Background: an optimization exercise with open tools, aiming at small area, a short achievable clock period and few clock cycles per item. Do not read the settings as production practice.
In this exercise RTL edits were held to simulation tests only and were not proved equivalent to the original.

==> flow/design.v (outline; a module is shown in full before it is edited, if it fits) <==
// module nn_ctrl: 128 lines
// module nn_operand_store: 56 lines
// module nn_mac_lane: 67 lines
// module nn_mul_add: 383 lines
// module nn_booth_enc: 26 lines
// module nn_hidden_layer: 40 lines
// module nn_output_neuron: 30 lines
// module nn_sum3: 166 lines
// module nn_top: 94 lines
module nn_top #(
  parameter int data_w = 16,
  parameter int frac_w = 8
) (
  input  wire                clk,
  input  wire                rst_n,
  input  wire                in_valid_w1,
  input  wire                in_valid_w2,
  input  wire                in_valid_d,
  input  wire  [data_w-1:0]  weight1,
  input  wire  [data_w-1:0]  weight2,
  input  wire  [data_w-1:0]  data_point,
  output logic               out_valid,
  output logic [data_w-1:0]  out
);
  // ...
==> flow/flow/run.sh <==
#!/bin/bash
set -euo pipefail
M=6.8
R=orfs/results/sky130hd/nn_top/base
bash standard.sh SETUP_SLACK_MARGIN=$M synth > synth_flow.log 2>&1
cp $R/1_2_yosys.v $R/1_2_yosys_orig.v
python3 flow/fa_polarity.py $R/1_2_yosys_orig.v $R/1_2_yosys_fapol.v > fa_polarity.log 2>&1
python3 flow/out_adder.py $R/1_2_yosys_fapol.v $R/1_2_yosys_oadd.v > out_adder.log 2>&1
cp $R/1_2_yosys_oadd.v $R/1_2_yosys.v
rm -f $R/1_synth.odb $R/1_synth.sdc
bash standard.sh SETUP_SLACK_MARGIN=$M finish > standard_flow.log 2>&1
==> flow/flow/fa_polarity.py <==
#!/usr/bin/env python3
"""Remove inverters around full-adder cells by choosing each full adder's
polarity: a full adder with all three inputs inverted gives both outputs
inverted, so FA(~a,~b,~c) = (~s, ~co). Rewrites a Yosys-written netlist of
standard cells; registers and all other cells are left as they are.

usage: fa_polarity.py in.v out.v"""
import re, sys

INV = re.compile(r"sky130_fd_sc_hd__(inv|clkinv)_\d+$")
FA = re.compile(r"sky130_fd_sc_hd__fa_\d+$")

src = open(sys.argv[1]).read()
m = re.search(r"^module .*?;\n", src, re.S | re.M)
cell_re = re.compile(r"^  (sky130_fd_sc_hd__\w+) (\S+)\s+\((.*?)\n  \);\n", re.S | re.M)
pin_re = re.compile(r"\.(\w+)\((.*?)\)(?:,|\s*$)", re.M)

cells = []
for cm in cell_re.finditer(src):
    typ, name, body = cm.group(1), cm.group(2), cm.group(3)
    pins = [(p, n.strip()) for p, n in pin_re.findall(body)]
    cells.append([typ, name, pins, cm.start(), cm.end()])

OUTS = {"X", "Y", "Q", "Q_N", "SUM", "COUT", "HI", "LO"}
ports_out = set()
for pm in re.finditer(r"^  output (?:\[(\d+):(\d+)\] )?(\S+);", src, re.M):
    if pm.group(1):
        for i in range(int(pm.group(2)), int(pm.group(1)) + 1):
            ports_out.add(f"{pm.group(3)}[{i}]")
    else:
        ports_out.add(pm.group(3))

driver = {}
for ci, c in enumerate(cells):
    for p, n in c[2]:
        if p in OUTS:
            driver[n] = (ci, p)

def is_inv(ci):
    return INV.match(cells[ci][0]) is not None

# removable inverters: not driving a port
inv_out = {}
for ci, c in enumerate(cells):
    if is_inv(ci):
        a = dict(c[2])["A"]; y = dict(c[2])["Y"]
        if y not in ports_out:
            inv_out[y] = a

def base(n):
    pol = 0
    while n in inv_out:
        n = inv_out[n]; pol ^= 1
    return n, pol

fa_ids = [ci for ci, c in enumerate(cells) if FA.match(c[0])]
fa_set = set(fa_ids)
# consumers: (cell index, pin, base net, polarity needed w.r.t. true base signal)
cons = {}      # base -> list of [ci, pin, pol]
for ci, c in enumerate(cells):
    if ci in inv_out.values():
        pass
    if is_inv(ci) and dict(c[2])["Y"] in inv_out:
        continue
    for p, n in c[2]:
        if p in OUTS:
            continue
        b, pol = base(n)
        cons.setdefault(b, []).append([ci, p, pol])
# port outputs driven directly by a net also count as consumers (fixed)
flip = {ci: 0 for ci in fa_ids}
out_of = {}    # base net -> FA index if driven by an FA output
for ci in fa_ids:
    for p, n in cells[ci][2]:
        if p in ("SUM", "COUT"):
            out_of[n] = ci

def need_inv(b):
    """1 if some consumer of base b needs the polarity the wire lacks."""
    wire_pol = flip.get(out_of.get(b), 0) if b in out_of else 0
    for ci, p, pol in cons.get(b, []):
        q = pol ^ (flip[ci] if ci in fa_set else 0)
        if q != wire_pol:
            return 1
    return 0

def nets_of(ci):
    s = set()
    for p, n in cells[ci][2]:
        if p in OUTS:
            s.add(n)
        else:
            s.add(base(n)[0])
    return s

total = sum(need_inv(b) for b in cons)
print(f"fa_polarity: {len(fa_ids)} full adders, {sum(1 for c in range(len(cells)) if is_inv(c))} inverters, {total} needed before", file=sys.stderr)
changed = True
it = 0
while changed and it < 50:
    changed = False; it += 1
    for ci in fa_ids:
        ns = nets_of(ci)
        before = sum(need_inv(b) for b in ns)
        flip[ci] ^= 1
        after = sum(need_inv(b) for b in ns)
        if after < before:
            changed = True
        else:
            flip[ci] ^= 1
total = sum(need_inv(b) for b in cons)
print(f"fa_polarity: {sum(flip.values())} flipped, {total} inverters needed after", file=sys.stderr)

# rewrite: wire of base b carries b ^ wire_pol; make an inverted copy where needed
new_pins = {ci: dict(c[2]) for ci, c in enumerate(cells)}
extra = []
k = 0
for b, lst in cons.items():
    wire_pol = flip.get(out_of.get(b), 0) if b in out_of else 0
    inv_net = None
    for ci, p, pol in lst:
        q = pol ^ (flip[ci] if ci in fa_set else 0)
        if q == wire_pol:
            new_pins[ci][p] = b
        else:
            if inv_net is None:
                k += 1
                inv_net = f"_fapol_{k}_"
                extra.append((b, inv_net, k))
            new_pins[ci][p] = inv_net

def esc(n):
    return n + " " if n.startswith("\\") else n

drop = set(ci for ci, c in enumerate(cells) if is_inv(ci) and dict(c[2])["Y"] in inv_out)
out = []
pos = 0
for ci, c in enumerate(cells):
    out.append(src[pos:c[3]])
    pos = c[4]
    if ci in drop:
        continue
    pins = c[2]
    body = ",\n".join(f"    .{p}({esc(new_pins[ci][p])})" for p, _ in pins)
    out.append(f"  {c[0]} {c[1]} (\n{body}\n  );\n")
tail = src[pos:]
ins = "".join(f"  sky130_fd_sc_hd__inv_1 _fapol_inv_{k}_ (\n    .A({esc(b)}),\n    .Y({n})\n  );\n" for b, n, k in extra)
decl = "".join(f"  wire {n};\n" for b, n, k in extra)
text = "".join(out)
# declare new wires after the module header's port declarations
hdr_end = text.index("\n", text.index("module ")) + 1
text = text[:hdr_end] + decl + text[hdr_end:]
tail = tail.replace("endmodule", ins + "endmodule", 1)
open(sys.argv[2], "w").write(text + tail)
==> flow/flow/out_adder.py <==
#!/usr/bin/env python3
"""Replace the logic between the output registers u_output.x / u_output.y
and the out port (out = x + y, 16 bits) by a Sklansky adder built from
standard cells. Checks that the replaced logic is exactly the cone of out
from those registers. usage: out_adder.py in.v out.v"""
import re, sys

W = 16
src = open(sys.argv[1]).read()
cell_re = re.compile(r"^  (sky130_fd_sc_hd__\w+) (\S+)\s+\((.*?)\n  \);\n", re.S | re.M)
pin_re = re.compile(r"\.(\w+)\((.*?)\)(?:,|\s*$)", re.M)
OUTS = {"X", "Y", "Q", "Q_N", "SUM", "COUT", "HI", "LO"}
SEQ = re.compile(r"sky130_fd_sc_hd__(df|edf|sdf|dl)")

cells = []
for cm in cell_re.finditer(src):
    pins = [(p, n.strip()) for p, n in pin_re.findall(cm.group(3))]
    cells.append([cm.group(1), cm.group(2), pins, cm.start(), cm.end()])
driver = {}
loads = {}
for ci, c in enumerate(cells):
    for p, n in c[2]:
        if p in OUTS:
            driver[n] = ci
        else:
            loads.setdefault(n, []).append(ci)

xs = [f"\\u_output.x[{k}]" for k in range(W)]
ys = [f"\\u_output.y[{k}]" for k in range(W)]
outs = [f"out[{k}]" for k in range(W)]
leaves = set(xs) | set(ys)
cone = set()
stack = list(outs)
seen = set()
while stack:
    n = stack.pop()
    if n in seen or n in leaves:
        continue
    seen.add(n)
    ci = driver.get(n)
    if ci is None:
        sys.exit(f"out_adder: {n} has no driver inside the netlist")
    if SEQ.match(cells[ci][0]):
        sys.exit(f"out_adder: cone reaches register {cells[ci][1]}")
    if ci in cone:
        continue
    cone.add(ci)
    for p, m in cells[ci][2]:
        if p not in OUTS:
            stack.append(m)
# nets made inside the cone must not be used outside it
for ci in cone:
    for p, n in cells[ci][2]:
        if p in OUTS:
            for l in loads.get(n, []):
                if l not in cone and n not in outs:
                    sys.exit(f"out_adder: {n} is used outside the adder")
for n in leaves:
    if not any(n == m for ci in cone for p, m in cells[ci][2]):
        sys.exit(f"out_adder: {n} does not reach out")

# Kogge-Stone adder
new = []
wires = []
k = [0]
def cell(typ, **pins):
    k[0] += 1
    name = f"_oadd_{k[0]}_"
    body = ",\n".join(f"    .{p}({n + ' ' if n.startswith(chr(92)) else n})" for p, n in pins.items())
    new.append(f"  sky130_fd_sc_hd__{typ} {name} (\n{body}\n  );\n")
def wire(nm):
    wires.append(f"  wire {nm};\n")
    return nm
g = {}; t = {}
for i in range(W):
    g[i] = wire(f"_oadd_g0_{i}_"); t[i] = wire(f"_oadd_p0_{i}_")
    cell("and2_1", A=xs[i], B=ys[i], X=g[i])
    cell("xor2_1", A=xs[i], B=ys[i], X=t[i])
p0 = dict(t)
d = 1; lvl = 0
while d < W:
    # Sklansky: bit i joins the last bit of the block below it
    lvl += 1
    ng = dict(g); nt = dict(t)
    for i in range(W):
        if (i // d) % 2 == 1:
            j = (i // d) * d - 1
            ng[i] = wire(f"_oadd_g{lvl}_{i}_")
            cell("a21o_1", A1=t[i], A2=g[j], B1=g[i], X=ng[i])
            if j - (j // d) * d + 1 < j + 1 and (i // d) * d - d > 0:
                nt[i] = wire(f"_oadd_p{lvl}_{i}_")
                cell("and2_1", A=t[i], B=t[j], X=nt[i])
    g, t = ng, nt
    d *= 2
cell("buf_1", A=p0[0], X=outs[0])
for i in range(1, W):
    cell("xor2_1", A=p0[i], B=g[i - 1], X=outs[i])

drop = cone
out = []
pos = 0
for ci, c in enumerate(cells):
    out.append(src[pos:c[3]])
    pos = c[4]
    if ci in drop:
        continue
    out.append(src[c[3]:c[4]])
tail = src[pos:].replace("endmodule", "".join(new) + "endmodule", 1)
text = "".join(out)
hdr_end = text.index("\n", text.index("module ")) + 1
text = text[:hdr_end] + "".join(wires) + text[hdr_end:]
open(sys.argv[2], "w").write(text + tail)
print(f"out_adder: replaced {len(cone)} cells by {len(new)}", file=sys.stderr)
==> flow/standard.sh <==
#!/bin/bash
# synth_recipe.tcl (not shown) runs the flow's synth.tcl, then flattens the netlist and writes it again
# the make line also repeats each setting of config.mk as NAME=value (left out here)
make -C /OpenROAD-flow-scripts/flow DESIGN_CONFIG=/design/flow/config.mk WORK_HOME=/design/flow/orfs CLKGATE_MAP_FILE= SYNTH_SCRIPT=/design/flow/synth_recipe.tcl "${@:-finish}"
==> flow/config.mk <==
export PLATFORM = sky130hd
export DESIGN_NAME = nn_top
export DESIGN_NICKNAME = nn_top
export VERILOG_FILES = /design/flow/design.v
export SDC_FILE = /design/flow/constraint.sdc
export NUM_CORES = 4
export LEC_CHECK = 0
export CAP_MARGIN = 20
export CORE_MARGIN = 2
export CORE_UTILIZATION = 40
export SLEW_MARGIN = 20
==> flow/constraint.sdc <==
create_clock -name core_clock -period 12.0 [get_ports {clk}]
set_input_delay 2.4000 -clock core_clock [delete_from_list [all_inputs] [get_ports {clk}]]
set_output_delay 2.4000 -clock core_clock [all_outputs]
set_load 0.01 [all_outputs]
==> reports/metrics.cfg, run 1 <==
[cts]
post_cts_buffers=0

[sta]
clock.fmax_mhz=197.6
clock_skew_ns=0.03024

[yosys]
yosys_warnings=6
syn_area_um2=36080

[floorplan]
dieHeight_um=304.3

[hold_path]
holdCritStartpoint=u_store.d[18]
min_path_cells=0

[worst_setup_path]
critical-path-max-stage-delay_ns=0.55
timing.critical_path.buf_inv=3
timing.critical_path.to=u_hidden.g_lane[2].u_lane.m[14]
critical_path_class=flop to flop

[final_layout]
final_core_util=0.4474
stdcell_count=4302
layout_nets=3603
post-route-cell-area_um2=40140
final_layout_size_suffix_gt1_frac=0.09984
fillerInstances=8343
final.signal_inverter_count=188
clock_cell_area_share=0.04899
largest-register=u_store.w1

[global_route]
gr-total-overflow=0
met2_usage=0.3341
antenna_found_initial=3
first_global_vias=24560

[outcome]
run_status=no timing/DRC/antenna violations

[route]
m1WireLength_mm=44.84
postRouteWirelength_mm=101.8
routed-via-count=23920

Testbench counts, summed over its fixed seeds: cycles 22,400, inferences 3,200.
==> inputs of run 2 (changes only) <==
--- a/flow/flow/run.sh
+++ b/flow/flow/run.sh
@@ -1,6 +1,6 @@
 #!/bin/bash
 set -euo pipefail
-M=6.8
+M=7.0
 R=orfs/results/sky130hd/nn_top/base
 bash standard.sh SETUP_SLACK_MARGIN=$M synth > synth_flow.log 2>&1
 cp $R/1_2_yosys.v $R/1_2_yosys_orig.v
==> run 2 against run 1 <==
Setup slack gained 0.14 ns. Design area is 2.0% higher. Hold slack worse by 0.0055 ns. Still clean.
==> reports/metrics.cfg, run 2 <==
[global_route]
global_route_wire_length_before_repair_mm=153.6
grt_max_degree=132
first_global_vias=24140  ; -1.7%
track_usage=0.2177
gr-total-overflow=0  ; unchanged
antenna_found_initial=7  ; +4

[floorplan]
dieHeight_um=304.3  ; unchanged
ioPinCount=70
core.rowCount=110
core_area_um2=89740
initial_core_util=0.4020
dieArea_um2=92610
die_span_in_x_um=304.3

[cts]
cts-htree-levels=2
cts_tree=done
root_buffer=sky130_fd_sc_hd__clkbuf_16
later_pin_clock_latency_in_the_skew_report_ns=0.63
clk_pin_slew_worst_paths_ns=0.07
max-clock-path-buffers=3
numClockSinks=535
cts_inserted_buffers=55

[final_layout]
largest-register=u_store.w1
final_common_cell=sky130_fd_sc_hd__a22oi_1
layout_nets=3625  ; +0.61%
largest_reg_flops=192
insertedDiodeCount=0
fillerInstances=8196  ; -1.8%
stdcell_count=4323  ; +0.49%
final_layout_size_suffix_gt1_frac=0.1325  ; +0.03267
layout-area-overhead-vs-synth_pct=13.47
reg_top3=u_store.w1 x192, u_store.d x64
top_library_cells_by_usage_in_the_layout_fill_and_taps_aside=sky130_fd_sc_hd__a22oi_1, sky130_fd_sc_hd__xnor2_1, sky130_fd_sc_hd__edfxtp_1

[place]
routabilityCongestion=0.9316
post-dp-hpwl_mm=74.91
dpl.cell_count=4159
port_buffers=69

[worst_setup_path]
cell_chain_of_the_critical_path=and2_1 -> a21o_1 -> a21o_1 -> buf_4 -> a21o_1 -> xor2_1 -> dlygate4sd2_1
timing.critical_path.buf_inv=2  ; -1
cp_top_family=compound AO/OA/AOI/OAI gates
critical-path-max-stage-delay_ns=0.44  ; -0.11 ns
timing.critical_path.slowest_stage_cell=sky130_fd_sc_hd__dfrtp_2
most_used_cell_cp=sky130_fd_sc_hd__a21o_1
critical_path_class=flop to output pin
cp-start-kind=flop
crit_path_end_kind=output pin
timing.critical_path.fanout_max=3
cp_data_arrival_time_ns=2.52
cp_data_required_time_ns=9.60

[outcome]
run_status=no timing/DRC/antenna violations

[sta]
fin_tns_setup_ns=0
worst-slew-pin-transition_ns=1.197
hold_viol_final=0
clock.fmax_mhz=203.2  ; +2.8%
report.final.slew_viol_count=0
finalSetupViolations=0
period_minus_slack_ns=4.922
clock_skew_ns=0.03346  ; +0.003221 ns
max-slew-margin-rel=0.2023
grt_setup_unrepaired=true
timing.final.crit_share=0.4101

[route]
routed-via-count=24020  ; +0.41%
postRouteAntennaNets=0
drt-vias-per-instance=5.557
drtPass1Iterations=10
wire_per_inst_um=23.61
first_iter_violations=2618
postRouteWirelength_mm=102.1  ; +0.31%
drc_errors=0

[yosys]
synth_cells=3123
syn-num-nets=3648
yosys_warnings=6  ; unchanged
syn_area_um2=36080  ; unchanged
syn_avg_cell_area_um2=11.55

[run]
max_cap_viol_count=0

[hold_path]
min_path_type=flop to flop

-- run 2: through the flow --
| stage | instance area, um2 | util | hold slack (ns) | setup slack (ns) |
|---|---|---|---|---|
| finish | 40940 | 0.4562 | 0.4104 | 7.078 |
| global route | 40940 | 0.4562 | 0.4264 | 6.828 |
| CTS | 39980 | 0.4456 | 0.4132 | 6.783 |
| detailed placement | 37540 | 0.4183 | 0.4045 | 6.463 |
| global placement | 37530 | 0.4183 | 0.4010 | 6.519 |
| floorplan | 36090 | - | 0.4003 | 6.988 |
-- run 2: per-layer routing --
layer	vias to the layer above	track usage	wire [um]	part of all wire
met2	972	0.3306	44720	0.44
met3	219	0.03970	7721	0.076
met5	-	0	30	0.00029
li1	10810	-	-	-
met4	6	0.09464	5025	0.049
met1	12010	0.3054	44570	0.44
-- run 2: repair_timing --
item / 4_1_cts / 5_1_grt
endpoints found under the hold margin: 0 / 0
hold buffers: 0 / 0
gates resized for setup: 162 / 178
buffers inserted: 14 / 46
setup endpoints to repair: 84 / 63
pin swaps: 5 / 66
-- run 2: worst paths after layout --
kind | start | end | slack [ns] | depth (start not counted)
min in group asynchronous | rst_n | u_store.w2_ok[0] | 1.87 | 1
worst max register to register | u_hidden.g_lane[2].u_lane.two[0] | u_output.y[2] | 7.10 | 16
worst min register to register | u_store.d[31] | u_store.d[15] | 0.41 | 0
worst max-delay path | u_output.y[2] | out[7] | 7.08 | 7
worst min-delay path | u_store.d[31] | u_store.d[15] | 0.41 | 0
max in group asynchronous | rst_n | u_output.x[3] | 9.40 | 1
-- run 2: layout make-up --
cell class | count | area [um2] | share of cell area
multi-input combinational | 2169 | 20950 | 0.5116
sequential | 535 | 14410 | 0.3520
clock buffer | 72 | 1564 | 0.03820
tap | 1176 | 1471 | 0.03594
timing repair buffer | 151 | 1309 | 0.03197
inverter | 188 | 728.2 | 0.01779
clock inverter | 32 | 509.2 | 0.01244
==> inputs of run 3 (changes only) <==
--- a/flow/flow/run.sh
+++ b/flow/flow/run.sh
@@ -1,6 +1,6 @@
 #!/bin/bash
 set -euo pipefail
-M=7.0
+M=7.4
 R=orfs/results/sky130hd/nn_top/base
 bash standard.sh SETUP_SLACK_MARGIN=$M synth > synth_flow.log 2>&1
 cp $R/1_2_yosys.v $R/1_2_yosys_orig.v
--- a/flow/config.mk
+++ b/flow/config.mk
@@ -7,5 +7,5 @@
 export LEC_CHECK = 0
 export CAP_MARGIN = 20
 export CORE_MARGIN = 2
-export CORE_UTILIZATION = 40
+export CORE_UTILIZATION = 60
 export SLEW_MARGIN = 20
==> run 3 against run 2 <==
Still clean on timing, DRC and antenna. Synthesized area stayed put. Routed wire length is 5.7% higher. Synthesized cell count unchanged. Die area is 33% lower. Clock-buffer cell count fell by 1. Global-route usage up 12 points.
==> reports/metrics.cfg, run 3 <==
[outcome]
run_status=no timing/DRC/antenna violations

[final_layout]
largest-register=u_store.w1
final_core_util=0.7417  ; +0.2854
final_layout_size_suffix_gt1_frac=0.2922  ; +0.1597
reg_top3=u_store.w1 x192, u_store.d x64
combined_area_of_the_multi_input_logic_cells_um2=22370  ; +6.8%
fillerInstances=3953  ; -52%
layout-area-overhead-vs-synth_pct=21.78
stdcell_count=4165  ; -3.7%
largest_reg_flops=192  ; unchanged
layout_nets=3868  ; +6.7%
top_library_cells_by_usage_in_the_layout_fill_and_taps_aside=sky130_fd_sc_hd__edfxtp_1, sky130_fd_sc_hd__a22oi_1, sky130_fd_sc_hd__xnor2_1
layout.area.seq_um2=14490  ; +0.51%
final_common_cell=sky130_fd_sc_hd__edfxtp_1

[hold_path]
holdCritStartpoint=u_store.d[42]
min_path_cells=0  ; unchanged
min_path_type=flop to flop
hold_path_end=u_store.d[26]

[floorplan]
core.rowCount=89  ; -19%
core_area_um2=59240  ; -34%
initial_core_util=0.6090  ; +0.2070
ioPinCount=70  ; unchanged
dieHeight_um=249.2  ; -18%
die_span_in_x_um=249.2  ; -18%
dieArea_um2=62110  ; -33%

[sta]
clock.fmax_mhz=201.4  ; -0.89%
period_minus_slack_ns=4.966  ; +0.04433 ns
hold_viol_final=0  ; unchanged
report.final.slew_viol_count=0  ; unchanged
worst-slew-pin-transition_ns=1.093  ; -0.1035 ns
finalSetupViolations=0  ; unchanged
fin_hold_ws_ns=0.4151  ; +0.004635 ns
fin_tns_setup_ns=0  ; unchanged
max-slew-margin-rel=0.2709  ; +0.06858
timing.final.crit_share=0.4138  ; +0.003694
clock_skew_ns=0.05937  ; +0.02591 ns
grt_setup_unrepaired=true

[route]
first_iter_violations=2917  ; +11%
postRouteWirelength_mm=107.9  ; +5.7%
drtPass1Iterations=9  ; -1
wire_per_inst_um=25.92  ; +9.8%
drc_errors=0  ; unchanged
routed-via-count=26320  ; +9.6%
drt-vias-per-instance=6.319  ; +14%
postRouteAntennaNets=0  ; unchanged

[cts]
cts_tree=done
clk_pin_slew_worst_paths_ns=0.06  ; about the same
root_buffer=sky130_fd_sc_hd__clkbuf_16
later_pin_clock_latency_in_the_skew_report_ns=0.66  ; +0.03 ns
numClockSinks=535  ; unchanged
cts_inserted_buffers=56  ; +1.8%
max-clock-path-buffers=3  ; unchanged
cts-htree-levels=2  ; unchanged

[global_route]
grt_max_degree=148  ; +12%
gr-total-overflow=0  ; unchanged
track_usage=0.3389  ; +0.1212
first_global_vias=26430  ; +9.5%
global_route_wire_length_before_repair_mm=160.7  ; +4.6%
antenna_found_initial=4  ; -3

[yosys]
syn_area_um2=36080  ; unchanged
yosys_warnings=6  ; unchanged
synth_cells=3123  ; unchanged
syn-num-nets=3648  ; unchanged
syn_avg_cell_area_um2=11.55  ; unchanged

[run]
max_cap_viol_count=0  ; unchanged

[worst_setup_path]
cp-start-kind=flop
regToRegSetupSlack_ns=7.03  ; -0.07 ns
critical_path_class=flop to flop
cp_data_required_time_ns=12.51  ; +2.91 ns
cp_data_arrival_time_ns=5.47  ; +2.95 ns
r2r-end=u_hidden.g_lane[2].u_lane.m[15]
timing.critical_path.fanout_max=4  ; +1
r2r_cells=18  ; +2
timing.rr.start=u_hidden.g_lane[2].u_lane.m[4]
crit_path_end_kind=flop

[place]
post-dp-hpwl_mm=71.93  ; -4.0%
dpl.cell_count=3752  ; -9.8%
port_buffers=69  ; unchanged
routabilityCongestion=0.9367  ; +0.55%

-- run 3: cell types whose count changed in the layout (fill, tap and decap cells not counted), sizes merged, moves of 2 or more --
cell | previous run | this run
buf | 88 | 339
bufinv | 12 | 5
dlymetal6s2s | 2 | 0
clkinv | 15 | 26
dlygate4sd2 | 5 | 1
clkbuf | 75 | 73
-- run 3: repair_timing --
item,4_1_cts,5_1_grt
hold buffers,0,0
setup endpoints to repair,108,100
setup buffers,196,109
resized for setup,538,224
gates cloned,0,0
pin swaps,187,198
-- run 3: how the worst max path moves through the flow --
| stage | start | end | slack (ns) | cells after the start |
|---|---|---|---|---|
| 2_1_floorplan | u_hidden.g_lane[2].u_lane.m[9] | u_hidden.g_lane[2].u_lane.m[14] | 7.36 | 19 |
| 3_3_place_gp | u_hidden.g_lane[2].u_lane.neg[2] | u_hidden.g_lane[2].u_lane.acc[15] | 6.47 | 16 |
| 3_5_place_dp | u_hidden.g_lane[2].u_lane.neg[5] | u_hidden.g_lane[2].u_lane.m[15] | 6.47 | 16 |
| 4_1_cts | u_output.y[1] | out[14] | 7.14 | 7 |
| 5_1_grt | u_hidden.g_lane[2].u_lane.one[0] | u_hidden.g_lane[2].u_lane.m[15] | 6.90 | 19 |
| 6_report | u_hidden.g_lane[2].u_lane.m[4] | u_hidden.g_lane[2].u_lane.m[15] | 7.03 | 18 |
-- run 3: through the flow --
step / area (um2) / setup WS (ns)
after CTS: 42110 / 7.136
after detailed placement: 37190 / 6.472
final: 43940 / 7.034
after global placement: 37190 / 6.471
after global routing: 43930 / 6.897
after floorplan: 36530 / 7.363
-- run 3: worst max-delay path, stage by stage (launching register included) --
cell	delay, ns
sky130_fd_sc_hd__dfxtp_4	0.38
sky130_fd_sc_hd__buf_4	0.14
sky130_fd_sc_hd__a22oi_1	0.21
sky130_fd_sc_hd__xor2_1	0.12
sky130_fd_sc_hd__fa_1	0.38
sky130_fd_sc_hd__inv_1	0.09
sky130_fd_sc_hd__fa_1	0.44
sky130_fd_sc_hd__fa_1	0.43
sky130_fd_sc_hd__fa_2	0.54
sky130_fd_sc_hd__ha_4	0.30
sky130_fd_sc_hd__nand2_1	0.06
sky130_fd_sc_hd__or3_4	0.39
sky130_fd_sc_hd__o211ai_1	0.29
sky130_fd_sc_hd__a21oi_2	0.14
sky130_fd_sc_hd__buf_4	0.17
sky130_fd_sc_hd__o211ai_1	0.21
sky130_fd_sc_hd__a31oi_1	0.15
sky130_fd_sc_hd__xnor2_1	0.28
sky130_fd_sc_hd__o21ai_1	0.09
-- run 3: routing by layer --
layer,part of all wire,global-route usage,up-vias
met4,0.048,0.1356,2
li1,-,-,11300
met5,0.00012,0.003861,-
met3,0.089,0.06029,317
met1,0.40,0.4669,13310
met2,0.47,0.5361,1392
-- run 3: area by class of cell --
class,count,area share
antenna,1,0.00005695
clock buffer,71,0.03480
clock inverter,35,0.008629
inverter,188,0.01652
multi-input combinational,2169,0.5092
sequential,535,0.3297
tap,773,0.02201
timing repair buffer,393,0.07908
==> inputs of run 4 (changes only) <==
==> flow/flow/run.sh (replaced) <==
#!/bin/bash
set -euo pipefail
M=7.0
B="-buffer_cell sky130_fd_sc_hd__buf_2"
R=orfs/results/sky130hd/nn_top/base
bash standard.sh SETUP_SLACK_MARGIN=$M "BUFFER_PORTS_ARGS=$B" synth > synth_flow.log 2>&1
cp $R/1_2_yosys.v $R/1_2_yosys_orig.v
python3 flow/fa_polarity.py $R/1_2_yosys_orig.v $R/1_2_yosys_fapol.v > fa_polarity.log 2>&1
python3 flow/out_adder.py $R/1_2_yosys_fapol.v $R/1_2_yosys_oadd.v > out_adder.log 2>&1
cp $R/1_2_yosys_oadd.v $R/1_2_yosys.v
rm -f $R/1_synth.odb $R/1_synth.sdc
bash standard.sh SETUP_SLACK_MARGIN=$M "BUFFER_PORTS_ARGS=$B" finish > standard_flow.log 2>&1
--- a/flow/config.mk
+++ b/flow/config.mk
@@ -7,5 +7,5 @@
 export LEC_CHECK = 0
 export CAP_MARGIN = 20
 export CORE_MARGIN = 2
-export CORE_UTILIZATION = 60
+export CORE_UTILIZATION = 40
 export SLEW_MARGIN = 20
==> run 4 against run 3 <==
Still clean on timing, DRC and antenna. Design area shrank 8.2%. Clock-buffer cell count grew 11. Critical path depth is the same. Synthesized cell count is the same. Die area grew 49%. Routed wire length shrank 5.6%. Clock skew shrank 0.027 ns. Register-to-register slack is essentially flat. Fmax shrank 0.25%. Sequential share of layout area grew 2.8 points. Final cell count grew 3.6%. Critical endpoint is now u_output.y[15]. Largest cell class unchanged.
==> reports/metrics.cfg, run 4 <==
[sta]
grt_setup_unrepaired=true
clock_skew_ns=0.03187  ; -0.02749 ns
clock.fmax_mhz=200.9  ; -0.25%
report.final.slew_viol_count=0  ; unchanged
worst-slew-pin-transition_ns=1.250  ; +0.1566 ns
finalSetupViolations=0  ; unchanged
max-slew-margin-rel=0.1669  ; -0.1040
period_minus_slack_ns=4.979  ; +0.01261 ns
hold_viol_final=0  ; unchanged
timing.final.crit_share=0.4149  ; +0.001051
fin_tns_setup_ns=0  ; unchanged

[final_layout]
final_core_util=0.4493  ; -0.2923
layout_nets=3618  ; -6.5%
largest-register=u_store.w1
top_library_cells_by_usage_in_the_layout_fill_and_taps_aside=sky130_fd_sc_hd__a22oi_1, sky130_fd_sc_hd__xnor2_1, sky130_fd_sc_hd__fa_1
reg_top3=u_store.w1 x192, u_store.d x64
final_common_cell=sky130_fd_sc_hd__a22oi_1
layout-area-overhead-vs-synth_pct=11.76
largest_reg_flops=192  ; unchanged
final_layout_size_suffix_gt1_frac=0.1404  ; -0.1518
insertedDiodeCount=0  ; -1
fillerInstances=8294  ; +110%

[yosys]
synth_cells=3123  ; unchanged
syn_avg_cell_area_um2=11.55  ; unchanged
syn-num-nets=3648  ; unchanged
yosys_warnings=6  ; unchanged
syn_area_um2=36080  ; unchanged

[outcome]
run_status=no timing/DRC/antenna violations

[worst_setup_path]
timing.rr.start=u_hidden.g_lane[2].u_lane.neg[7]
timing.critical_path.fanout_max=3  ; -1
r2r-end=u_output.y[15]
critical_path_class=flop to flop
cp_data_arrival_time_ns=5.56  ; +0.09 ns
regToRegSetupSlack_ns=7.02  ; about the same
crit_path_end_kind=flop
cp-start-kind=flop
r2r_cells=18  ; unchanged
cp_data_required_time_ns=12.58  ; +0.07 ns

[global_route]
track_usage=0.2183  ; -0.1207
antenna_found_initial=3  ; -1
gr-total-overflow=0  ; unchanged
grt_max_degree=128  ; -14%
global_route_wire_length_before_repair_mm=154.2  ; -4.0%
first_global_vias=24320  ; -8.0%

[route]
postRouteAntennaNets=0  ; unchanged
drt-vias-per-instance=5.581  ; -12%
drtPass1Iterations=6  ; -3
postRouteWirelength_mm=101.8  ; -5.6%
routed-via-count=24090  ; -8.5%
drc_errors=0  ; unchanged
first_iter_violations=2987  ; +2.4%
wire_per_inst_um=23.60  ; -8.9%

[cts]
cts_hold_buf=0  ; unchanged
cts_tree=done
later_pin_clock_latency_in_the_skew_report_ns=0.65  ; about the same
root_buffer=sky130_fd_sc_hd__clkbuf_16
clk_pin_slew_worst_paths_ns=0.07  ; about the same
cts-htree-levels=2  ; unchanged
max-clock-path-buffers=3  ; unchanged
numClockSinks=535  ; unchanged
cts_inserted_buffers=57  ; +1.8%

[floorplan]
initial_core_util=0.4020  ; -0.2070
die_span_in_x_um=304.3  ; +22%
dieArea_um2=92610  ; +49%
dieHeight_um=304.3  ; +22%
core.rowCount=110  ; +24%
ioPinCount=70  ; unchanged
core_area_um2=89740  ; +51%

[hold_path]
min_path_type=flop to flop
holdCritStartpoint=u_store.d[44]
min_path_cells=0  ; unchanged
hold_path_end=u_store.d[28]

[run]
max_cap_viol_count=0  ; unchanged

[place]
port_buffers=69  ; unchanged
post-dp-hpwl_mm=74.79  ; +4.0%
routabilityCongestion=0.9435  ; +0.73%

==> run 4: cell count changes in the layout (fill, tap and decap cells not counted), sizes merged <==
| cell | delta |
|---|---|
| dlygate4sd2 | -1 |
| clkdlybuf4s50 | -51 |
| clkinv | -14 |
| clkbuf | +11 |
| inv | +3 |
| diode | -1 |
| buf | -199 |
==> run 4: worst max path at each step <==
stage,slack [ns],end,from,cells past startpoint
after floorplan,6.99,u_hidden.g_lane[2].u_lane.m[14],u_hidden.g_lane[2].u_lane.neg[4],18
after global placement,6.51,u_output.y[15],u_hidden.g_lane[1].u_lane.neg[7],20
after detailed placement,6.48,u_output.y[15],u_hidden.g_lane[2].u_lane.neg[7],18
after CTS,6.93,out[3],u_output.y[0],5
after global routing,6.80,u_output.y[15],u_hidden.g_lane[2].u_lane.neg[7],18
final,7.02,u_output.y[15],u_hidden.g_lane[2].u_lane.neg[7],18
==> run 4: through the flow <==
| stage | hold slack, ns | std cells | setup WS [ns] | area (um2) |
|---|---|---|---|---|
| 6_report | 0.4167 | 4316 | 7.021 | 40320 |
| 5_1_grt | 0.4243 | 4316 | 6.796 | 40320 |
| 4_1_cts | 0.4184 | 4274 | 6.926 | 39460 |
| 3_5_place_dp | 0.4045 | 4158 | 6.482 | 37200 |
| 3_3_place_gp | 0.4003 | 4158 | 6.505 | 37200 |
| 2_1_floorplan | 0.4003 | 3123 | 6.988 | 36090 |
==> run 4: worst max-delay path, cell delays in order (launching register included) <==
cell	delay, ns
sky130_fd_sc_hd__dfxtp_4	0.37
sky130_fd_sc_hd__ha_4	0.15
sky130_fd_sc_hd__ha_4	0.14
sky130_fd_sc_hd__nand2_1	0.07
sky130_fd_sc_hd__or3_4	0.40
sky130_fd_sc_hd__xor2_2	0.16
sky130_fd_sc_hd__fa_1	0.49
sky130_fd_sc_hd__inv_1	0.06
sky130_fd_sc_hd__fa_2	0.36
sky130_fd_sc_hd__fa_1	0.50
sky130_fd_sc_hd__fa_1	0.48
sky130_fd_sc_hd__nand2_1	0.11
sky130_fd_sc_hd__fa_1	0.42
sky130_fd_sc_hd__fa_1	0.41
sky130_fd_sc_hd__xor2_1	0.18
sky130_fd_sc_hd__xnor2_1	0.16
sky130_fd_sc_hd__xnor2_1	0.16
sky130_fd_sc_hd__xnor2_1	0.16
sky130_fd_sc_hd__xnor2_1	0.13
==> run 4: routing by layer <==
metal  vias to the layer above  GRT usage  wire length [um]
li1                      10810          -                 -
met1                     12060     0.3082             44080
met2                      1028     0.3289             45330
met3                       195    0.03997              7899
met4                         0    0.09452              4527
met5                         -          0                 0
==> run 4: layout make-up <==
cell class              count  area, um2  share of cell area
well taps                1176       1471             0.03649
clock buffers              82       1633             0.04050
clock inverters            24      301.5            0.007479
inverters                 188      728.2             0.01806
repair buffers            142      943.4             0.02340
flip-flops and latches    535      14420              0.3577
multi-input cells        2169      20820              0.5163
==> run 4: timing repair <==
item                       4_1_cts  5_1_grt
pin swaps                        2       35
resized for setup              135      149
buffers inserted                10       41
setup endpoints to repair       77       59
==> inputs of run 5 (changes only) <==
--- a/flow/config.mk
+++ b/flow/config.mk
@@ -8,4 +8,5 @@
 export CAP_MARGIN = 20
 export CORE_MARGIN = 2
 export CORE_UTILIZATION = 40
+export CTS_BUF_LIST = sky130_fd_sc_hd__clkbuf_4 sky130_fd_sc_hd__clkbuf_8
 export SLEW_MARGIN = 20
==> run 5 against run 4 <==
Synthesized area did not move. Critical path depth shrank 11. Flip-flop and latch count did not move. Final cell count grew 2.3%. Non-clock buffer count grew 36. Clock skew up 0.013 ns. Hold slack about the same. Critical path type is now flop to output pin.
==> reports/metrics.cfg, run 5 <==
[route]
drc_errors=0  ; unchanged
m1WireLength_mm=44.74  ; +1.5%
postRouteWirelength_mm=102.5  ; +0.61%
total_met2_wirelength_after_detailed_routing_mm=46.00  ; +1.5%
first_iter_violations=2759  ; -7.6%
drt-vias-per-instance=5.532  ; -0.87%
dr.max_layer_used=met4
wl_met3_mm=7.469  ; -5.4%
routed-via-count=24430  ; +1.4%
drtPass1Iterations=6  ; unchanged
postRouteAntennaNets=0  ; unchanged
wire_per_inst_um=23.21  ; -1.6%

[floorplan]
core_area_um2=89740  ; unchanged
ioPinCount=70  ; unchanged
dieHeight_um=304.3  ; unchanged
dieArea_um2=92610  ; unchanged
initial_core_util=0.4020  ; unchanged
die_span_in_x_um=304.3  ; unchanged
core.rowCount=110  ; unchanged

[global_route]
antenna_found_initial=6  ; +3
grt_max_degree=128  ; unchanged
track_usage=0.2198  ; +0.001589
first_global_vias=24560  ; +0.98%
gr-total-overflow=0  ; unchanged
global_route_wire_length_before_repair_mm=155.4  ; +0.77%

[yosys]
syn_area_um2=36080  ; unchanged
syn_avg_cell_area_um2=11.55  ; unchanged
yosys_warnings=6  ; unchanged
syn-num-nets=3648  ; unchanged
synth_cells=3123  ; unchanged

[place]
routabilityCongestion=0.9435  ; unchanged
post-place-ws_ns=6.482  ; unchanged
port_buffers=69  ; unchanged
placed_area_um2=37200  ; unchanged
post-dp-hpwl_mm=74.79  ; unchanged
dpl.cell_count=4158  ; unchanged

[cts]
cts_inserted_buffers=89  ; +56%
cts-htree-levels=3  ; +1
later_pin_clock_latency_in_the_skew_report_ns=0.71  ; +0.06 ns
root_buffer=sky130_fd_sc_hd__clkbuf_8
clk_pin_slew_worst_paths_ns=0.06  ; about the same
cts_tree=done
max-clock-path-buffers=3  ; unchanged
cts_hold_buf=0  ; unchanged
numClockSinks=535  ; unchanged

[worst_setup_path]
critical_path_class=flop to output pin
worstSetupStartpoint=u_output.x[1]
timing.critical_path.to=out[11]
r2r-end=u_output.y[12]
regToRegSetupSlack_ns=7.12  ; +0.10 ns
cp_data_arrival_time_ns=2.48  ; -3.08 ns
timing.rr.start=u_hidden.g_lane[1].u_lane.neg[5]
crit_path_end_kind=output pin
cp_data_required_time_ns=9.60  ; -2.98 ns
r2r_cells=13  ; -5
cp-start-kind=flop
timing.critical_path.fanout_max=8  ; +5

[run]
max_cap_viol_count=0  ; unchanged

[sta]
fin_tns_setup_ns=0  ; unchanged
grt_setup_unrepaired=true
timing.final.crit_share=0.4068  ; -0.008074
clock_skew_ns=0.04440  ; +0.01252 ns
max-slew-margin-rel=0.1985  ; +0.03162
worst-slew-pin-transition_ns=1.202  ; -0.04743 ns
hold_viol_final=0  ; unchanged
fin_hold_ws_ns=0.4162  ; -0.0004850 ns
timing.final.ws_setup_ns=7.118  ; +0.09689 ns
clock.fmax_mhz=204.8  ; +2.0%
period_minus_slack_ns=4.882  ; -0.09689 ns
finalSetupViolations=0  ; unchanged
report.final.slew_viol_count=0  ; unchanged

[outcome]
run_status=no timing/DRC/antenna violations

[final_layout]
layout-area-overhead-vs-synth_pct=13.25
largest-register=u_store.w1
largest_reg_flops=192  ; unchanged
post-route-cell-area_um2=40860  ; +1.3%
final_common_cell=sky130_fd_sc_hd__a22oi_1
top_library_cells_by_usage_in_the_layout_fill_and_taps_aside=sky130_fd_sc_hd__a22oi_1, sky130_fd_sc_hd__xnor2_1, sky130_fd_sc_hd__edfxtp_1
fillerInstances=8318  ; +0.29%
final_layout_size_suffix_gt1_frac=0.1770  ; +0.03657
layout_nets=3686  ; +1.9%
final_core_util=0.4553  ; +0.005995
reg_top3=u_store.w1 x192, u_store.d x64
stdcell_count=4415  ; +2.3%

[hold_path]
min_path_type=flop to flop
min_path_cells=0  ; unchanged

run 5: metal layers:
metal,global-route usage,vias to the layer above
met3,0.03921,193
met5,0,-
met4,0.09199,0
met1,0.3107,12260
met2,0.3332,1006
li1,-,10970
run 5: cell type report:
class / instances / area, um2 / area share
Tap cell: 1176 / 1471 / 0.03601
Timing Repair Buffer: 178 / 1240 / 0.03035
Sequential cell: 535 / 14440 / 0.3534
Inverter: 188 / 728.2 / 0.01782
Antenna cell: 2 / 5.005 / 0.0001225
Clock inverter: 31 / 337.8 / 0.008268
Multi-Input combinational cell: 2169 / 20950 / 0.5126
Clock buffer: 136 / 1690 / 0.04137
run 5: worst max-delay path, stage by stage (launching register included):
cell and delay (ns):
sky130_fd_sc_hd__dfrtp_1 0.38, sky130_fd_sc_hd__xor2_1 0.18, sky130_fd_sc_hd__a21o_1 0.21, sky130_fd_sc_hd__a21o_1 0.20
sky130_fd_sc_hd__a21o_4 0.27, sky130_fd_sc_hd__a21o_1 0.17, sky130_fd_sc_hd__xor2_1 0.18, sky130_fd_sc_hd__buf_2 0.18
run 5: repair_timing:
| action | in CTS | in global routing |
|---|---|---|
| pin swaps | 5 | 46 |
| gates resized for setup | 134 | 188 |
| buffers inserted | 13 | 74 |
| endpoints found under the setup margin | 78 | 63 |
run 5: worst min-delay path by stage:
stage	from	endpoint
detailed placement	u_store.d[44]	u_store.d[28]
global route	u_store.d[47]	u_store.d[31]
global placement	u_store.d[17]	u_store.d[1]
floorplan	u_store.d[16]	u_store.d[0]
finish	u_store.d[23]	u_store.d[7]
CTS	u_store.d[44]	u_store.d[28]
==> inputs of run 6 (changes only) <==
--- a/flow/config.mk
+++ b/flow/config.mk
@@ -7,6 +7,5 @@
 export LEC_CHECK = 0
 export CAP_MARGIN = 20
 export CORE_MARGIN = 2
-export CORE_UTILIZATION = 40
-export CTS_BUF_LIST = sky130_fd_sc_hd__clkbuf_4 sky130_fd_sc_hd__clkbuf_8
+export CORE_UTILIZATION = 55
 export SLEW_MARGIN = 20
==> run 6 against run 5 <==
Critical path depth up 8. Utilization is 17 points higher. First-iteration DRC count decreased by 1.6%. Design area down 1.1%. Flip-flop and latch count did not move. Via count increased by 0.89%.
==> reports/metrics.cfg, run 6 <==
[outcome]
run_status=no timing/DRC/antenna violations

[final_layout]
final_common_cell=sky130_fd_sc_hd__a22oi_1
fillerInstances=5211  ; -37%
top_library_cells_by_usage_in_the_layout_fill_and_taps_aside=sky130_fd_sc_hd__a22oi_1, sky130_fd_sc_hd__xnor2_1, sky130_fd_sc_hd__edfxtp_1
final_layout_size_suffix_gt1_frac=0.1552  ; -0.02181
largest_reg_flops=192  ; unchanged
final_core_util=0.6246  ; +0.1693
layout_nets=3645  ; -1.1%
layout-area-overhead-vs-synth_pct=12.01
largest-register=u_store.w1
insertedDiodeCount=0  ; -2
stdcell_count=4025  ; -8.8%
reg_top3=u_store.w1 x192, u_store.d x64

[place]
port_buffers=69  ; unchanged
dpl.cell_count=3840  ; -7.6%
post-dp-hpwl_mm=75.73  ; +1.3%
routabilityCongestion=0.9085  ; -3.7%

[floorplan]
die_span_in_x_um=260.1  ; -15%
core_area_um2=64700  ; -28%
ioPinCount=70  ; unchanged
initial_core_util=0.5577  ; +0.1556
dieHeight_um=260.1  ; -15%
core.rowCount=93  ; -15%
dieArea_um2=67660  ; -27%

[sta]
clock_skew_ns=0.06524  ; +0.02084 ns
fin_tns_setup_ns=0  ; unchanged
finalSetupViolations=0  ; unchanged
report.final.slew_viol_count=0  ; unchanged
period_minus_slack_ns=4.935  ; +0.05307 ns
hold_viol_final=0  ; unchanged
worst-slew-pin-transition_ns=1.135  ; -0.06678 ns
timing.final.crit_share=0.4112  ; +0.004422
grt_setup_unrepaired=true
max-slew-margin-rel=0.2426  ; +0.04409
clock.fmax_mhz=202.6  ; -1.1%
fin_hold_ws_ns=0.4183  ; +0.002139 ns

[cts]
numClockSinks=535  ; unchanged
max-clock-path-buffers=3  ; unchanged
cts_inserted_buffers=58  ; -35%
later_pin_clock_latency_in_the_skew_report_ns=0.66  ; -0.05 ns
cts-htree-levels=2  ; -1
cts_tree=done
clk_pin_slew_worst_paths_ns=0.06  ; about the same
root_buffer=sky130_fd_sc_hd__clkbuf_16

[yosys]
synth_cells=3123  ; unchanged
yosys_warnings=6  ; unchanged
syn_area_um2=36080  ; unchanged
syn-num-nets=3648  ; unchanged
syn_avg_cell_area_um2=11.55  ; unchanged

[worst_setup_path]
timing.critical_path.slowest_stage_cell=sky130_fd_sc_hd__fa_1
critical-path-max-stage-delay_ns=0.50  ; +0.12 ns
crit_path_end_kind=flop
cp-start-kind=flop
cp_top_family=adder cells
timing.critical_path.fanout_max=16  ; +8
cell_chain_of_the_critical_path=a22oi_1 -> xnor2_1 -> ha_1 -> fa_1 -> fa_1 -> ha_1 -> nand4_1 -> a211oi_2 -> or2_2 -> nand2_1 -> fa_1 -> inv_1 -> ha_1 -> fa_1 -> fa_1
cp_data_required_time_ns=12.46  ; +2.86 ns
most_used_cell_cp=sky130_fd_sc_hd__fa_1
timing.critical_path.buf_inv=1  ; unchanged
critical_path_class=flop to flop
cp_data_arrival_time_ns=5.39  ; +2.91 ns

[route]
drtPass1Iterations=7  ; +1
routed-via-count=24640  ; +0.89%
drc_errors=0  ; unchanged
wire_per_inst_um=25.88  ; +11%
drt-vias-per-instance=6.122  ; +11%
first_iter_violations=2714  ; -1.6%
postRouteWirelength_mm=104.2  ; +1.6%
postRouteAntennaNets=0  ; unchanged

[hold_path]
min_path_type=flop to flop

[global_route]
antenna_found_initial=4  ; -2
gr-total-overflow=0  ; unchanged
first_global_vias=25140  ; +2.4%
track_usage=0.3099  ; +0.09006
grt_max_degree=126  ; -1.6%
global_route_wire_length_before_repair_mm=157.1  ; +1.1%

[run]
max_cap_viol_count=0  ; unchanged

run 6: worst paths after layout:
check	start	endpoint	slack, ns	cells past startpoint
setup / recovery	u_hidden.g_lane[2].u_lane.m[5]	u_output.y[2]	7.07	15
hold / removal	u_store.d[21]	u_store.d[5]	0.42	0
setup reg to reg	u_hidden.g_lane[2].u_lane.m[5]	u_output.y[2]	7.07	15
hold reg to reg	u_store.d[21]	u_store.d[5]	0.42	0
max in group asynchronous	rst_n	u_output.y[2]	9.39	2
min in group asynchronous	rst_n	u_store.w2_ok[0]	1.54	1
run 6: final cells by class:
class	count	area, um2	area share
Clock buffer	74	1521	0.03765
Multi-Input combinational cell	2169	20890	0.5168
Inverter	188	728.2	0.01802
Sequential cell	535	14420	0.3569
Tap cell	855	1070	0.02647
Clock inverter	36	614.3	0.01520
Timing Repair Buffer	168	1170	0.02895
run 6: worst register-to-register path, stage by stage (launching register included):
cell	delay [ns]
sky130_fd_sc_hd__dfxtp_4	0.49
sky130_fd_sc_hd__a22oi_1	0.13
sky130_fd_sc_hd__xnor2_1	0.16
sky130_fd_sc_hd__ha_1	0.23
sky130_fd_sc_hd__fa_1	0.50
sky130_fd_sc_hd__fa_1	0.41
sky130_fd_sc_hd__ha_1	0.33
sky130_fd_sc_hd__nand4_1	0.14
sky130_fd_sc_hd__a211oi_2	0.29
sky130_fd_sc_hd__or2_2	0.22
sky130_fd_sc_hd__nand2_1	0.23
sky130_fd_sc_hd__fa_1	0.48
sky130_fd_sc_hd__inv_1	0.07
sky130_fd_sc_hd__ha_1	0.18
sky130_fd_sc_hd__fa_1	0.44
sky130_fd_sc_hd__fa_1	0.46
run 6: through the flow:
step / cell area (um2) / worst slack [ns]
2_1_floorplan: 36090 / 6.988
3_3_place_gp: 36810 / 6.517
3_5_place_dp: 36830 / 6.434
4_1_cts: 39510 / 6.973
5_1_grt: 40410 / 6.913
6_report: 40410 / 7.065
run 6: what timing repair did:
action | CTS | global route
hold endpoints to repair | 0 | 0
resized for setup | 178 | 129
hold buffers | 0 | 0
pin swaps | 15 | 40
endpoints found under the setup margin | 82 | 58
setup buffers | 18 | 57
run 6: layer usage:
metal | global-route usage | vias to the layer above | part of all wire
met5 | 0 | - | 0
met4 | 0.1070 | 0 | 0.034
met3 | 0.03899 | 188 | 0.065
met2 | 0.4959 | 1001 | 0.48
met1 | 0.4385 | 12600 | 0.43
li1 | - | 10860 | -
==> inputs of run 7 (changes only) <==
--- a/flow/config.mk
+++ b/flow/config.mk
@@ -7,5 +7,7 @@
 export LEC_CHECK = 0
 export CAP_MARGIN = 20
 export CORE_MARGIN = 2
-export CORE_UTILIZATION = 55
+export CORE_UTILIZATION = 40
+export CTS_CLUSTER_SIZE = 20
+export PLACE_DENSITY = 0.75
 export SLEW_MARGIN = 20
==> run 7 against run 6 <==
Utilization fell by 18 points. Synthesized cell count is the same. Flip-flop and latch count did not move. Non-clock buffer count shrank 30. Highest routed layer is now met5. Design area fell by 0.35%. Largest cell class unchanged. Clock-buffer cell count fell by 2. Clock skew decreased by 0.032 ns. Synthesized area stayed put.
==> reports/metrics.cfg, run 7 <==
[hold_path]
min_path_type=flop to flop

[route]
wire_per_inst_um=22.90  ; -12%
postRouteWirelength_mm=98.69  ; -5.2%
first_iter_violations=3301  ; +22%
routed-via-count=24660  ; +0.077%
drc_errors=0  ; unchanged
drtPass1Iterations=10  ; +3
drt-vias-per-instance=5.722  ; -6.5%
postRouteAntennaNets=0  ; unchanged

[global_route]
gr-total-overflow=0  ; unchanged
first_global_vias=24720  ; -1.7%
antenna_found_initial=4  ; unchanged
global_route_wire_length_before_repair_mm=150.2  ; -4.3%
grt_max_degree=118  ; -6.3%
track_usage=0.2088  ; -0.1011

[cts]
root_buffer=sky130_fd_sc_hd__clkbuf_16
cts_inserted_buffers=54  ; -6.9%
max-clock-path-buffers=3  ; unchanged
cts_tree=done
cts-htree-levels=2  ; unchanged
later_pin_clock_latency_in_the_skew_report_ns=0.64  ; -0.02 ns
clk_pin_slew_worst_paths_ns=0.06  ; about the same
numClockSinks=535  ; unchanged

[sta]
timing.final.ws_setup_ns=7.060  ; -0.005660 ns
clock.fmax_mhz=202.4  ; -0.11%
max-slew-margin-rel=0.2200  ; -0.02262
worst-slew-pin-transition_ns=1.170  ; +0.03458 ns
report.final.slew_viol_count=0  ; unchanged
timing.final.crit_share=0.4117  ; +0.0004717
clock_skew_ns=0.03324  ; -0.03200 ns
period_minus_slack_ns=4.940  ; +0.005660 ns
fin_tns_setup_ns=0  ; unchanged
finalSetupViolations=0  ; unchanged
grt_setup_unrepaired=true
hold_viol_final=0  ; unchanged

[floorplan]
core.rowCount=110  ; +18%
ioPinCount=70  ; unchanged
core_area_um2=89740  ; +39%
dieArea_um2=92610  ; +37%
initial_core_util=0.4020  ; -0.1556
die_span_in_x_um=304.3  ; +17%
dieHeight_um=304.3  ; +17%

[final_layout]
layout_nets=3611  ; -0.93%
largest_reg_flops=192  ; unchanged
largest-register=u_store.w1
layout-area-overhead-vs-synth_pct=11.61
final_layout_size_suffix_gt1_frac=0.1424  ; -0.01280
fillerInstances=7991  ; +53%
final_common_cell=sky130_fd_sc_hd__a22oi_1
reg_top3=u_store.w1 x192, u_store.d x64
top_library_cells_by_usage_in_the_layout_fill_and_taps_aside=sky130_fd_sc_hd__a22oi_1, sky130_fd_sc_hd__xnor2_1, sky130_fd_sc_hd__fa_1, sky130_fd_sc_hd__edfxtp_1, sky130_fd_sc_hd__xor2_1
combined_area_of_the_multi_input_logic_cells_um2=20890  ; about the same
layout.area.seq_um2=14400  ; -0.15%

[run]
max_cap_viol_count=0  ; unchanged

[worst_setup_path]
cp-start-kind=flop
critical-path-max-stage-delay_ns=0.54  ; +0.04 ns
timing.critical_path.to=u_hidden.g_lane[0].u_lane.m[15]
regToRegSetupSlack_ns=7.06  ; about the same
r2r-end=u_hidden.g_lane[0].u_lane.m[15]
cp_data_arrival_time_ns=5.43  ; +0.04 ns
cell_chain_of_the_critical_path=o21ai_2 -> xor2_1 -> buf_4 -> buf_4 -> fa_1 -> inv_1 -> fa_1 -> fa_1 -> fa_1 -> ha_1 -> a21o_1 -> a21o_1 -> a221o_1 -> o31ai_4 -> xnor2_1 -> o21ai_0
crit_path_end_kind=flop
r2r_cells=16  ; +1
timing.rr.start=u_hidden.g_lane[0].u_lane.two[0]
cp_data_required_time_ns=12.49  ; +0.03 ns
timing.critical_path.slowest_stage_cell=sky130_fd_sc_hd__fa_1
timing.critical_path.fanout_max=16  ; unchanged
most_used_cell_cp=sky130_fd_sc_hd__fa_1
critical_path_class=flop to flop
worstSetupStartpoint=u_hidden.g_lane[0].u_lane.two[0]

[place]
post-dp-hpwl_mm=71.51  ; -5.6%
post-place-ws_ns=6.460  ; +0.02636 ns
port_buffers=69  ; unchanged
routabilityCongestion=0.9955  ; +9.6%

[outcome]
run_status=no timing/DRC/antenna violations

[yosys]
syn_area_um2=36080  ; unchanged
syn_avg_cell_area_um2=11.55  ; unchanged
synth_cells=3123  ; unchanged
yosys_warnings=6  ; unchanged
syn-num-nets=3648  ; unchanged

-- run 7: timing repair --
item | CTS | global route
endpoints found under the setup margin | 73 | 59
hold endpoints to repair | 0 | 0
hold buffers | 0 | 0
pin swaps | 4 | 46
buffers inserted | 12 | 35
gates resized for setup | 128 | 158
-- run 7: layer usage --
layer,vias to the layer above,global-route usage,wire (um),share of wire
met3,257,0.04095,9949,0.10
met4,4,0.1067,5499,0.056
li1,10790,-,-,-
met2,1323,0.3175,44220,0.45
met5,-,0,23,0.00023
met1,12290,0.2843,39000,0.40
-- run 7: critical path: cells and delay by family, from the launching register on --
family | cells | cell delay, ns
DFF | 1 | 0.47
AOI/OAI and AO/OA | 6 | 1.25
buffers and inverters | 3 | 0.36
adders and majority gates | 5 | 2.39
xor gates and xnor gates | 2 | 0.35
-- run 7: how the worst min path moves through the flow --
stage                  start             to  slack (ns)  cells past startpoint
2_1_floorplan  u_store.d[16]   u_store.d[0]        0.40                      0
3_3_place_gp   u_store.d[34]  u_store.d[18]        0.40                      0
5_1_grt        u_store.d[25]   u_store.d[9]        0.43                      0
4_1_cts        u_store.d[26]  u_store.d[10]        0.42                      0
6_report       u_store.d[26]  u_store.d[10]        0.42                      0
3_5_place_dp   u_store.d[39]  u_store.d[23]        0.41                      0
-- run 7: layout make-up --
| cell class | count | area share |
|---|---|---|
| multi-input cells | 2169 | 0.5188 |
| clock inverters | 30 | 0.008327 |
| flip-flops and latches | 535 | 0.3576 |
| well taps | 1176 | 0.03654 |
| inverters | 188 | 0.01808 |
| diodes | 2 | 0.0001243 |
| repair buffers | 138 | 0.02271 |
| clock buffers | 72 | 0.03778 |
-- run 7: through the flow --
step | utilization | instances | hold WS (ns) | instance area, um2
5_1_grt | 0.4487 | 4308 | 0.4281 | 40260
6_report | 0.4487 | 4310 | 0.4187 | 40270
3_5_place_dp | 0.4145 | 4158 | 0.4056 | 37190
3_3_place_gp | 0.4144 | 4158 | 0.4013 | 37190
2_1_floorplan | - | 3123 | 0.4003 | 36090
4_1_cts | 0.4390 | 4272 | 0.4185 | 39390
==> inputs of run 8 (changes only) <==
--- a/flow/config.mk
+++ b/flow/config.mk
@@ -8,6 +8,5 @@
 export CAP_MARGIN = 20
 export CORE_MARGIN = 2
 export CORE_UTILIZATION = 40
-export CTS_CLUSTER_SIZE = 20
 export PLACE_DENSITY = 0.75
 export SLEW_MARGIN = 20
==> run 8 against run 7 <==
Hold slack stayed put. Global-route usage is the same. Die area is the same. Sequential share of layout area is the same. Flip-flop and latch count unchanged. Critical path depth stayed put. Final cell count unchanged. First-iteration DRC count stayed put. Synthesized area unchanged.
==> reports/metrics.cfg, run 8 <==
[sta]
hold_viol_final=0  ; unchanged
finalSetupViolations=0  ; unchanged
clock_skew_ns=0.03324  ; unchanged
fin_tns_setup_ns=0  ; unchanged
clock.fmax_mhz=202.4  ; unchanged
report.final.slew_viol_count=0  ; unchanged
grt_setup_unrepaired=true
period_minus_slack_ns=4.940  ; unchanged

[final_layout]
largest-register=u_store.w1
fillerInstances=7991  ; unchanged
layout_nets=3611  ; unchanged
layout-area-overhead-vs-synth_pct=11.61  ; unchanged
top_library_cells_by_usage_in_the_layout_fill_and_taps_aside=sky130_fd_sc_hd__a22oi_1, sky130_fd_sc_hd__xnor2_1, sky130_fd_sc_hd__fa_1, sky130_fd_sc_hd__edfxtp_1, sky130_fd_sc_hd__xor2_1
reg_top3=u_store.w1 x192, u_store.d x64
largest_reg_flops=192  ; unchanged

[floorplan]
dieArea_um2=92610  ; unchanged
core_area_um2=89740  ; unchanged
initial_core_util=0.4020  ; unchanged
core.rowCount=110  ; unchanged
die_span_in_x_um=304.3  ; unchanged

[worst_setup_path]
cp_data_arrival_time_ns=5.43  ; about the same
cp-start-kind=flop
crit_path_end_kind=flop
regToRegSetupSlack_ns=7.06  ; about the same
timing.critical_path.buf_inv=3  ; unchanged
cp_data_required_time_ns=12.49  ; about the same
most_used_cell_cp=sky130_fd_sc_hd__fa_1
timing.rr.start=u_hidden.g_lane[0].u_lane.two[0]
critical_path_class=flop to flop
timing.critical_path.slowest_stage_cell=sky130_fd_sc_hd__fa_1
cell_chain_of_the_critical_path=o21ai_2 -> xor2_1 -> buf_4 -> buf_4 -> fa_1 -> inv_1 -> fa_1 -> fa_1 -> fa_1 -> ha_1 -> a21o_1 -> a21o_1 -> a221o_1 -> o31ai_4 -> xnor2_1 -> o21ai_0
timing.critical_path.fanout_max=16  ; unchanged
worstSetupPathDepth=16  ; unchanged

[hold_path]
min_path_type=flop to flop
hold_path_end=u_store.d[10]
holdCritStartpoint=u_store.d[26]

[global_route]
grt-busiest-layer=met2
grtUsageMet1=0.2843  ; unchanged
track_usage=0.2088  ; unchanged
first_global_vias=24720  ; unchanged
grt_use_met3=0.04095  ; unchanged
antenna_found_initial=4  ; unchanged
met2_usage=0.3175  ; unchanged
gr-total-overflow=0  ; unchanged

[yosys]
synth_cells=3123  ; unchanged
yosys_warnings=6  ; unchanged
syn_area_um2=36080  ; unchanged
syn_avg_cell_area_um2=11.55  ; unchanged

[cts]
cts-htree-levels=2  ; unchanged
root_buffer=sky130_fd_sc_hd__clkbuf_16
clk_pin_slew_worst_paths_ns=0.06  ; about the same
cts_tree=done
max-clock-path-buffers=3  ; unchanged
cts_inserted_buffers=54  ; unchanged
later_pin_clock_latency_in_the_skew_report_ns=0.64  ; about the same

[place]
port_buffers=69  ; unchanged
routabilityCongestion=0.9955  ; unchanged
post-dp-hpwl_mm=71.51  ; unchanged

[outcome]
run_status=no timing/DRC/antenna violations

[route]
drt-vias-per-instance=5.722  ; unchanged
drc_errors=0  ; unchanged
wire_per_inst_um=22.90  ; unchanged
routed-via-count=24660  ; unchanged

## run 8: cell counts in the layout (fill, tap and decap cells not counted)
Identical to the previous run, type by type.
## run 8: what timing repair did
action	in CTS	in global routing
gates resized for setup	128	158
cloned	0	0
buffers inserted	12	35
hold buffers	0	0
setup endpoints to repair	73	59
pin swaps	4	46
endpoints found under the hold margin	0	0
## run 8: layer usage
layer	wire [um]	part of all wire
met4	5499	0.056
met5	23	0.00023
met3	9949	0.10
met2	44220	0.45
met1	39000	0.40
## run 8: worst reg2reg max path: stages (launching register included)
cell and delay (ns):
sky130_fd_sc_hd__dfxtp_4 0.47, sky130_fd_sc_hd__o21ai_2 0.08, sky130_fd_sc_hd__xor2_1 0.18, sky130_fd_sc_hd__buf_4 0.16, sky130_fd_sc_hd__buf_4 0.13, sky130_fd_sc_hd__fa_1 0.52, sky130_fd_sc_hd__inv_1 0.07, sky130_fd_sc_hd__fa_1 0.46
sky130_fd_sc_hd__fa_1 0.54, sky130_fd_sc_hd__fa_1 0.49, sky130_fd_sc_hd__ha_1 0.39, sky130_fd_sc_hd__a21o_1 0.19, sky130_fd_sc_hd__a21o_1 0.19, sky130_fd_sc_hd__a221o_1 0.43, sky130_fd_sc_hd__o31ai_4 0.26, sky130_fd_sc_hd__xnor2_1 0.17
sky130_fd_sc_hd__o21ai_0 0.10
## run 8: per-stage QoR
| step | util | hold slack [ns] | setup WS [ns] | cells |
|---|---|---|---|---|
| global route | 0.4487 | 0.4281 | 6.852 | 4308 |
| finish | 0.4487 | 0.4187 | 7.060 | 4310 |
| CTS | 0.4390 | 0.4185 | 6.921 | 4272 |
| floorplan | - | 0.4003 | 6.988 | 3123 |
| global placement | 0.4144 | 0.4013 | 6.529 | 4158 |
| detailed placement | 0.4145 | 0.4056 | 6.460 | 4158 |
## run 8: worst max-delay path by stage
stage	startpoint	endpoint	slack (ns)
final	u_hidden.g_lane[0].u_lane.two[0]	u_hidden.g_lane[0].u_lane.m[15]	7.06
after global routing	u_hidden.g_lane[2].u_lane.neg[7]	u_output.y[15]	6.85
after CTS	u_hidden.g_lane[0].u_lane.acc[6]	u_output.y[15]	6.92
after detailed placement	u_hidden.g_lane[2].u_lane.neg[7]	u_output.y[15]	6.46
after global placement	u_hidden.g_lane[2].u_lane.neg[7]	u_output.y[15]	6.53
after floorplan	u_hidden.g_lane[2].u_lane.neg[4]	u_hidden.g_lane[2].u_lane.m[14]	6.99
## run 8: cell type report
class / instances / area (um2) / share of cell area
Antenna cell: 2 / 5.005 / 0.0001243
Clock buffer: 72 / 1521 / 0.03778
Clock inverter: 30 / 335.3 / 0.008327
Inverter: 188 / 728.2 / 0.01808
Multi-Input combinational cell: 2169 / 20890 / 0.5188
Sequential cell: 535 / 14400 / 0.3576
Tap cell: 1176 / 1471 / 0.03654
Timing Repair Buffer: 138 / 914.6 / 0.02271

-- re-timing with driven ports --
No port has a modelled driver above. Below, the same layouts with a new extraction and two added sets of constraints.
Step 1 (the two cells are an assumption about what drives the block):
set clk [get_ports {clk}]
set_driving_cell -lib_cell sky130_fd_sc_hd__clkbuf_16 $clk
set_driving_cell -lib_cell sky130_fd_sc_hd__buf_2 [delete_from_list [all_inputs] $clk]
Step 2, shift: input delay + t, output delay - t, t = (earliest + latest rising clock arrival at the registers) / 2. This alone moves slack from input paths to output paths.
Slacks: ideal ports / drivers / drivers and shift; pairs: ideal ports / drivers.
| run | t (ns) | setup slack, ns | worst slew at a driven data input, ns | cell pins on the clock port's net |
|---|---|---|---|---|
| run 1 | 0.672 | 6.940 / 6.903 / 6.940 | 0.06 | 1 |
| run 2 | 0.680 | 7.078 / 7.011 / 7.099 | 0.06 | 1 |
| run 3 | 0.696 | 7.034 / 7.034 / 7.034 | 0.05 | 1 |
| run 4 | 0.697 | 7.021 / 7.021 / 7.021 | 0.06 | 1 |
| run 5 | 0.752 | 7.118 / 7.056 / 7.120 | 0.06 | 1 |
| run 6 | 0.691 | 7.065 / 7.056 / 7.065 | 0.05 | 1 |
| run 7 | 0.675 | 7.060 / 7.060 / 7.060 | 0.04 | 1 |
| run 8 | 0.675 | 7.060 / 7.060 / 7.060 | 0.04 | 1 |
After both steps every run listed still meets setup and hold.
